From an optimization exercise on the open Yosys and OpenROAD flow, aimed at small area, a short achievable clock period and few clock cycles; shortcuts taken in it are not production practice. Function was checked by simulation only, so behaviour that the tests miss may differ from the original. Power figures rest on the tool's default switching activity, not on a simulated workload.

## flow/design.v (module list and top-level ports; edited modules follow where they fit)
// module MacPipe: 1579 lines
// module ProcessingElement: 294 lines
module ProcessingElement #(
    parameter int MaxFiltW = PECfg::DefMaxFiltW,
    parameter int MaxOutW  = PECfg::DefMaxOutW,
    parameter int MaxCh    = PECfg::DefMaxCh
) (
    input  logic                         i_clk,
    input  logic                         i_rstN,
    input  logic                         i_start,
    input  logic [$clog2(MaxFiltW+1)-1:0] i_filtW,
    input  logic [$clog2(MaxOutW+1)-1:0]  i_outW,
    input  logic [$clog2(MaxCh+1)-1:0]    i_numCh,
    input  logic                         i_ipixValid,
    input  PECfg::Pix                    i_ipix,
    input  logic                         i_wpixValid,
    input  PECfg::Pix                    i_wpix,
    output logic                         o_fwdValid,
    output PECfg::Pix                    o_fwdPix,
    output logic                         o_psumValid,
    output PECfg::Psum                   o_psum,
    output logic                         o_done
);
  // ...
==> flow/flow/run.sh <==
#!/bin/bash
# The standard ORFS layout, except that the ports get a plain buffer
# (buf_2) instead of the delay cell buffer_ports picks by default, and timing
# repair aims for a little more setup slack than config.mk may ask for.
set -euo pipefail
cd "$(dirname "$0")/.."
bash standard.sh SETUP_SLACK_MARGIN=5.3 "BUFFER_PORTS_ARGS=-buffer_cell sky130_fd_sc_hd__buf_2" finish > standard_flow.log 2>&1
==> flow/standard.sh <==
#!/bin/bash
# synth_recipe.tcl (not shown) runs the flow's synth.tcl, then flattens the netlist and writes it again
# the make line also repeats each setting of config.mk as NAME=value (left out here)
make -C /OpenROAD-flow-scripts/flow DESIGN_CONFIG=/design/flow/config.mk WORK_HOME=/design/flow/orfs CLKGATE_MAP_FILE= SYNTH_SCRIPT=/design/flow/synth_recipe.tcl "${@:-finish}"
==> flow/config.mk <==
export PLATFORM = sky130hd
export DESIGN_NAME = ProcessingElement
export DESIGN_NICKNAME = ProcessingElement
export VERILOG_FILES = /design/flow/design.v
export SDC_FILE = /design/flow/constraint.sdc
export NUM_CORES = 4
export LEC_CHECK = 0
export CAP_MARGIN = 20
export CORE_MARGIN = 2
export CORE_UTILIZATION = 60
export CTS_CLUSTER_DIAMETER = 120
export CTS_CLUSTER_SIZE = 30
export SLEW_MARGIN = 20
==> flow/constraint.sdc <==
create_clock -name core_clock -period 8.0 [get_ports {i_clk}]
set_input_delay 1.6000 -clock core_clock [delete_from_list [all_inputs] [get_ports {i_clk}]]
set_output_delay 1.6000 -clock core_clock [all_outputs]
set_load 0.01 [all_outputs]
==> run_results.csv, run 1 <==
group,metric,value,unit
sta,slew_headroom,26.6,%
pwr,cellPowerDensity,255,nW/um2
drt,drtIter0Drc,1561,
critical_path,r2r_slack,5.37,ns
logic_synthesis,synth_fp_nets,3398,
logic_synthesis,async_reset_ff_share,0,%
critical_path,critPathRequiredTime,6.40,ns
floorplan,core,82000,um2
layout,multi_input_cells,1361,
logic_synthesis,synth_top_area_share,46.1,%
placement,dp_cells,4135,
layout,largestClassByArea,"flip-flops and latches",
global_route,grt_pass1_wl,142000,um
layout,seq_cells,1349,
layout,multi_input_area_share,26.1,%
pwr,internal_power,10.3,mW
sta,maxSlewViolCount,0,
layout,nFillCells,5860,
critical_path,path_cells,"buf_6",
placement,portBuffers,62,
drt,drt_wl_total,90200,um
sta,setup_tns,0,ns
drt,wl_met1,41900,um
logic_synthesis,synth.most_common_cell,"edfxtp_1",
pwr,leakage,19.8,nW
floorplan,die_h,291,um
status,outcome,"timing/DRC/antenna clean",
floorplan,num_tap_cells,1070,
floorplan,rows,105,
layout,seq_share,64.9,%
critical_path,cp-startpoint,"outR[19]",
hold_path,hold_path_class,"register to register",
drt,vias_per_cell,5.42,
critical_path,worst_r2r_path_depth,11,
sta,min_period,2.73,ns
critical_path,r2r-start,"mac0.r2_h_4",
pwr,switching_share,24.3,%
critical_path,crit_path_end_kind,"output pin",
Testbench counts, summed over its fixed seeds: cycles 8,124.
==> run 2, diff against run 1 <==
--- a/flow/config.mk
+++ b/flow/config.mk
@@ -10,4 +10,2 @@
 export CORE_UTILIZATION = 60
-export CTS_CLUSTER_DIAMETER = 120
-export CTS_CLUSTER_SIZE = 30
 export SLEW_MARGIN = 20
==> run 2 against run 1 <==
Utilization increased by 3.9 points. Highest routed layer unchanged. Final cell count increased by 3.9%. Setup slack got worse by 0.074 ns. Synthesized cell count unchanged. Still clean on timing, DRC and antenna.
==> run_results.csv, run 2 <==
group,metric,value,unit
status,outcome,"timing/DRC/antenna clean",
sta,fmax,356,MHz
critical_path,worst_r2r_path_depth,6,
layout,synthToLayoutAreaGrowth,14.1,%
pwr,peakVddDrop,0.254,mV
logic_synthesis,synth.most_common_cell,"edfxtp_1",
clock_tree,clockRootBuffer,"clkbuf_16",
hold_path,worst_hold_startpoint,"segB[0][3]",
sta,tightest_slew,1.11,ns
pwr,p_switching,3.98,mW
logic_synthesis,synth_area,49600,um2
critical_path,r2r_end,"mac0.r1_s327",
pwr,comb_power_share,11.0,%
pwr,switching_share,23.6,%
floorplan,start_util,60.4,%
drt,vias_per_cell,5.38,
layout,largest_register_ffs,608,
clock_tree,cts_max_level,4,
global_route,antenna_found_initial,2,
logic_synthesis,synthDistinctLibCells,63,
critical_path,cp-start-kind,"register",
critical_path,critPathRequiredTime,6.40,ns
drt,wl_per_cell,21.1,um
clock_tree,clockBufferDepth,3,
pwr,pwr-share-clk,37.5,%
logic_synthesis,synth_warnings,10,
drt,drc,0,
drt,drtIter0Drc,1665,
logic_synthesis,synth-seq-area-share,69.9,%
logic_synthesis,yosys-top-cells-count,"edfxtp_1 (760), dfxtp_1 (589), inv_1 (274)",
critical_path,r2r-start,"chain[605]",
global_route,grt_pass1_vias,25434,
clock_tree,cts-buffers-inserted,135,
critical_path,cp_slowest_cell,"dfxtp_4",
layout,fin_nets,3575,
critical_path,path_cells,"buf_6",
layout,drive_gt1_share,19.3,%
critical_path,crit_path_max_incr_delay,0.36,ns
sta,timing_hold_violations_final,0,
layout,top_register,"chain",
clock_tree,cts_tree,"done",
logic_synthesis,synth_top_area_share,46.1,%
critical_path,r2r_slack,5.40,ns
flow_run,cap_violations,0,
drt,final_antenna_net_count,0,
layout,layout_common_cells,"edfxtp_1 (760), dfxtp_1 (573), inv_1 (263)",
logic_synthesis,synth-seq-cells,1349,
layout,final_common_cell,"edfxtp_1",
hold_path,min_delay_path_depth,0,
clock_tree,cts.sinks,1349,
critical_path,arrival,1.21,ns
clock_tree,path_clk_slew,0.06,ns
critical_path,worstSetupPathType,"register to output pin",
placement,dp_cells,4135,
logic_synthesis,async_reset_ff_share,0,%
layout,stdcell_count,4411,
pwr,cellPowerDensity,298,nW/um2
placement,dp_hpwl,59500,um
logic_synthesis,synth_ff_type,"edfxtp_1",
hold_path,hold_end,"segB[1][3]",
sta,rsz0062_at_grt,"yes",
logic_synthesis,ys_top_cells_by_area,"edfxtp_1 (46%), dfxtp_1 (24%), fa_1 (9.7%)",
placement,portBuffers,62,
floorplan,die_w,291,um
logic_synthesis,synthCells,3057,
pwr,p_seq_share,51.4,%
sta,slew_headroom,26.2,%
critical_path,crit_buf_inv,1,
global_route,grt_overflow,0,
critical_path,worst-path-max-fanout,1,
global_route,grt_pass1_wl,147000,um
logic_synthesis,synth_fp_nets,3398,
sta,maxSlewViolCount,0,
sta,fin_crit_sh,35.1,%
logic_synthesis,yosysTopAreaCell,"edfxtp_1",
logic_synthesis,synth-edff-count,760,
sta,min_period,2.81,ns
sta,finalSetupViolCount,0,
drt,drt_wl_total,92900,um
critical_path,crit_path_end_kind,"output pin",
sta,setup_tns,0,ns
clock_tree,clk_latency,0.73,ns
floorplan,die_h,291,um
pwr,leakage,21.3,nW
floorplan,pin_count,63,
global_route,grt_start_max_net_pins,207,
hold_path,hold_path_class,"register to register",
floorplan,die_area,84900,um2
drt,firstDrtPassIters,5,
placement,gp_congestion,0.918,
sta,final.setup_skew,0.0234,ns
floorplan,rows,105,
clock_tree,hold_buffers,0,
global_route,track_usage,22.7,%
logic_synthesis,syn_area_per_cell,16.2,um2
floorplan,core,82000,um2
pwr,internal_power,12.9,mW
layout,largest_registers,"chain x608, ring x152, wslot x128",
critical_path,crit_family,"flip-flops",
drt,num_vias,23744,
==> run 2: cell types whose count changed in the layout (fill, tap and decap cells not counted), sizes merged <==
| cell | change |
|---|---|
| bufinv | +11 |
| clkbuf | +106 |
| clkinv | +35 |
| clkinvlp | +3 |
| diode | +1 |
| inv | +8 |
==> run 2: power groups by stage <==
stage          registers, mW  logic, mW  clock network, mW
6_report                8.67       1.86               6.33
5_1_grt                 8.76       2.05               6.76
3_3_place_gp            8.77       1.68                  0
2_1_floorplan           8.57       1.37                  0
3_5_place_dp            8.80       1.73                  0
4_1_cts                 8.67       1.79               6.49
==> run 2: what timing repair did <==
action,CTS,global route
pin swaps,0,3
setup endpoints to repair,534,142
gates cloned,3,3
setup buffers,8,18
resized for setup,33,49
==> run 2: worst max-delay path by stage <==
stage	start	cells past startpoint	to
after CTS	outR[19]	1	o_psum[19]
after global placement	i_start	5	wJ[0]
after floorplan	rep	2	chain[0]
after global routing	outR[19]	1	o_psum[19]
after detailed placement	i_start	5	wJ[0]
final	outR[19]	1	o_psum[19]
==> run 2: logic make-up (layout without fill, tap and decap cells) <==
logic type | after synthesis | in the layout | synth area share (%)
other | 0 | 1 | 0
AOI/OAI and AO/OA | 115 | 115 | 1.44
buffers and inverters | 348 | 630 | 2.81
DFF | 1349 | 1349 | 69.9
adders and majority gates | 309 | 309 | 11.4
xor gates and xnor gates | 63 | 63 | 1.11
and+or+nand+nor | 601 | 602 | 6.02
muxes | 272 | 272 | 7.32
==> run 2: area by class of cell <==
type,instances,area (um2)
timing repair buffer,110,1010
inverter,275,1070
clock buffer,185,3840
clock inverter,58,699
timing repair inverter,2,12.5
fill,5530,25400
sequential,1349,34600
multi-input combinational,1361,13900
antenna,1,2.50
tap,1070,1340
==> run 2: routing by layer <==
layer  part of all wire, %  global-route usage [%]  vias up
li1                      -                       -    10849
met2                    46                    35.1      622
met1                    45                    32.4    12062
met3                   5.7                    4.89      211
met5                     0                       0        -
met4                   3.1                    7.93        0
==> run 2: through the flow <==
stage	power [mW]	instance area, um2	util [%]	setup slack, ns	hold slack, ns
4_1_cts	16.9	56100	68.4	5.14	0.321
3_3_place_gp	10.5	51300	62.6	4.50	0.310
5_1_grt	17.6	56500	69.0	5.15	0.325
6_report	16.9	56500	69.0	5.19	0.321
3_5_place_dp	10.5	51300	62.6	4.45	0.312
2_1_floorplan	9.94	49800	-	2.66	0.310
==> run 3, diff against run 2 <==
--- a/flow/config.mk
+++ b/flow/config.mk
@@ -10,2 +10,4 @@
 export CORE_UTILIZATION = 60
+export CTS_CLUSTER_DIAMETER = 100
+export CTS_CLUSTER_SIZE = 30
 export SLEW_MARGIN = 20
==> run 3 against run 2 <==
Power down 18%. Still clean. Sequential share of layout area up 3.4 points. Clock skew up 0.0052 ns. Die area unchanged. Clock power down 48%. Via count down 3.0%. Sequential power about the same.
==> run_results.csv, run 3 <==
group,metric,value,unit
critical_path,worstSetupPathType,"register to output pin",
logic_synthesis,async_reset_ff_share,0,%
floorplan,die_h,291,um
layout,top_register,"chain",
drt,num_vias,23037,
drt,wl_per_cell,21.2,um
sta,slew_headroom,24.8,%
layout,register_area,34600,um2
layout,nFillCells,5854,
sta,rsz0062_at_grt,"yes",
sta,setup_tns,0,ns
clock_tree,hold_buffers,0,
clock_tree,path_clk_slew,0.11,ns
logic_synthesis,synth_area,49600,um2
sta,final.setup_skew,0.0286,ns
global_route,antenna_found_initial,4,
logic_synthesis,synth_top_area_share,46.1,%
layout,multi_input_area,13900,um2
pwr,switching_share,24.5,%
layout,layout_common_cells,"edfxtp_1 (760), dfxtp_1 (573), inv_1 (263)",
pwr,p_seq_share,62.7,%
layout,drive_gt1_share,15.8,%
layout,synthToLayoutAreaGrowth,8.07,%
critical_path,cp_slowest_cell,"dfxtp_4",
pwr,peakVddDrop,0.203,mV
logic_synthesis,synth-seq-cells,1349,
global_route,grt_start_max_net_pins,207,
flow_run,cap_violations,0,
floorplan,core,82000,um2
pwr,pwr-share-clk,23.8,%
logic_synthesis,yosysTopAreaCell,"edfxtp_1",
critical_path,cp-start-kind,"register",
logic_synthesis,synth_ff_type,"edfxtp_1",
hold_path,hold_path_class,"register to register",
logic_synthesis,synth_fp_nets,3398,
layout,fin_nets,3493,
critical_path,path_cells,"buf_6",
logic_synthesis,yosys-top-cells-count,"edfxtp_1 (760), dfxtp_1 (589), inv_1 (274)",
sta,min_period,2.74,ns
drt,drt_wl_total,90200,um
clock_tree,clockRootBuffer,"clkbuf_16",
critical_path,arrival,1.14,ns
placement,portBuffers,62,
logic_synthesis,synth-seq-area-share,69.9,%
sta,fin_crit_sh,34.3,%
clock_tree,cts_max_level,2,
global_route,grt_pass1_wl,142000,um
logic_synthesis,syn_area_per_cell,16.2,um2
logic_synthesis,synth.most_common_cell,"edfxtp_1",
placement,gp_congestion,0.918,
critical_path,crit_path_max_incr_delay,0.37,ns
critical_path,crit_buf_inv,1,
floorplan,pin_count,63,
drt,drtIter0Drc,1616,
critical_path,crit_family,"flip-flops",
pwr,p_switching,3.37,mW
drt,vias_per_cell,5.41,
drt,firstDrtPassIters,5,
placement,dp_hpwl,59500,um
pwr,cellPowerDensity,258,nW/um2
sta,maxSlewViolCount,0,
clock_tree,clockBufferDepth,3,
drt,final_antenna_net_count,0,
floorplan,start_util,60.4,%
critical_path,worst-path-max-fanout,1,
clock_tree,cts.sinks,1349,
clock_tree,cts_tree,"done",
sta,tightest_slew,1.13,ns
floorplan,rows,105,
layout,final_common_cell,"edfxtp_1",
logic_synthesis,synthCells,3057,
logic_synthesis,synthDistinctLibCells,63,
layout,largest_register_ffs,608,
layout,stdcell_count,4257,
logic_synthesis,ys_top_cells_by_area,"edfxtp_1 (46%), dfxtp_1 (24%), fa_1 (9.7%)",
pwr,comb_power_share,13.4,%
logic_synthesis,synth-edff-count,760,
global_route,grt_overflow,0,
clock_tree,clk_latency,0.66,ns
pwr,leakage,19.8,nW
layout,largest_registers,"chain x608, ring x152, wslot x128",
sta,fmax,365,MHz
placement,dp_cells,4135,
critical_path,critPathRequiredTime,6.40,ns
status,outcome,"timing/DRC/antenna clean",
floorplan,die_area,84900,um2
global_route,grt_pass1_vias,24305,
floorplan,die_w,291,um
logic_synthesis,synth_warnings,10,
sta,timing_hold_violations_final,0,
critical_path,crit_path_end_kind,"output pin",
sta,finalSetupViolCount,0,
drt,drc,0,
clock_tree,cts-buffers-inserted,52,
global_route,track_usage,21.8,%
pwr,internal_power,10.4,mW
-- run 3: cell counts after synthesis --
Identical to the previous run, type by type.
-- run 3: final timing paths --
kind / start / slack (ns) / end / cells past startpoint
hold / removal: segC[0][9] / 0.33 / segC[1][9] / 0
hold reg to reg: segC[0][9] / 0.33 / segC[1][9] / 0
setup reg to reg: cF1[0] / 5.37 / outR[19] / 7
setup / recovery: outR[19] / 5.26 / o_psum[19] / 1
-- run 3: stage by stage --
| step | hold slack [ns] | instance area [um2] | worst slack (ns) | total power, mW | util, % |
|---|---|---|---|---|---|
| finish | 0.335 | 53500 | 5.26 | 13.8 | 65.3 |
| floorplan | 0.310 | 49800 | 2.66 | 9.94 | - |
| CTS | 0.332 | 53100 | 5.21 | 13.8 | 64.8 |
| global route | 0.333 | 53500 | 5.21 | 14.4 | 65.3 |
| global placement | 0.310 | 51300 | 4.50 | 10.5 | 62.6 |
| detailed placement | 0.312 | 51300 | 4.45 | 10.5 | 62.6 |
-- run 3: area by class of cell --
cell class	instances	area share (%)
Multi-Input combinational cell	1361	26.0
Timing Repair inverter	2	0.0234
Tap cell	1070	2.50
Sequential cell	1349	64.7
Clock inverter	9	0.222
Antenna cell	2	0.00935
Clock buffer	78	2.65
Timing Repair Buffer	111	1.87
Inverter	275	1.99
-- run 3: logic make-up after synthesis --
logic type	after synthesis	share of synthesized area [%]
xor+xnor	63	1.11
mux	272	7.32
buf+inv	348	2.81
compound gates	115	1.44
simple gates	601	6.02
fa+ha+maj	309	11.4
flops	1349	69.9
-- run 3: routing by layer --
| metal | vias to the layer above | track usage, % | part of all wire, % |
|---|---|---|---|
| li1 | 10586 | - | - |
| met1 | 11825 | 32.3 | 46 |
| met2 | 488 | 34.8 | 47 |
| met3 | 138 | 2.69 | 4.5 |
| met4 | 0 | 5.59 | 2.5 |
| met5 | - | 0 | 0 |
-- run 3: power groups by stage --
stage | registers (mW) | logic, mW | clock network (mW)
floorplan | 8.57 | 1.37 | 0
global placement | 8.77 | 1.68 | 0
detailed placement | 8.80 | 1.73 | 0
CTS | 8.66 | 1.79 | 3.39
global route | 8.75 | 2.05 | 3.63
finish | 8.65 | 1.85 | 3.29
-- run 3: repair_timing --
| action | in CTS | in global routing |
|---|---|---|
| pin swaps | 0 | 3 |
| endpoints found under the setup margin | 584 | 143 |
| gates resized for setup | 36 | 46 |
| endpoints found under the hold margin | 0 | 0 |
| setup buffers | 10 | 17 |
| cloned | 3 | 3 |

-- static timing again, ports no longer ideal --
No port has a modelled driver above. Below, the same layouts with a new extraction and two added sets of constraints. Step 1, drivers: a clkbuf_16 drives i_clk and a buf_2 each remaining input, both assumed. Step 2 adds t to the input delays and takes it off the output delays; t is the mean of the earliest and latest rising clock arrival at the registers after step 1. Input paths then give back, and output paths get back, about the clock's delay inside the block. Three values: ideal, step 1, step 2; two values: the first two.
run	t (ns)	setup WS [ns]	latest minus earliest clock arrival (ns)
run 1	0.699	5.269 / 5.203 / 4.771	0.026 / 0.026
run 2	0.788	5.194 / 5.126 / 4.744	0.031 / 0.030
run 3	0.712	5.257 / 5.192 / 4.749	0.032 / 0.033
After both steps every run listed still meets setup and hold. The setup slack of run 3, which loses most, moves by -0.065 ns with the drivers and by -0.508 ns with both steps.
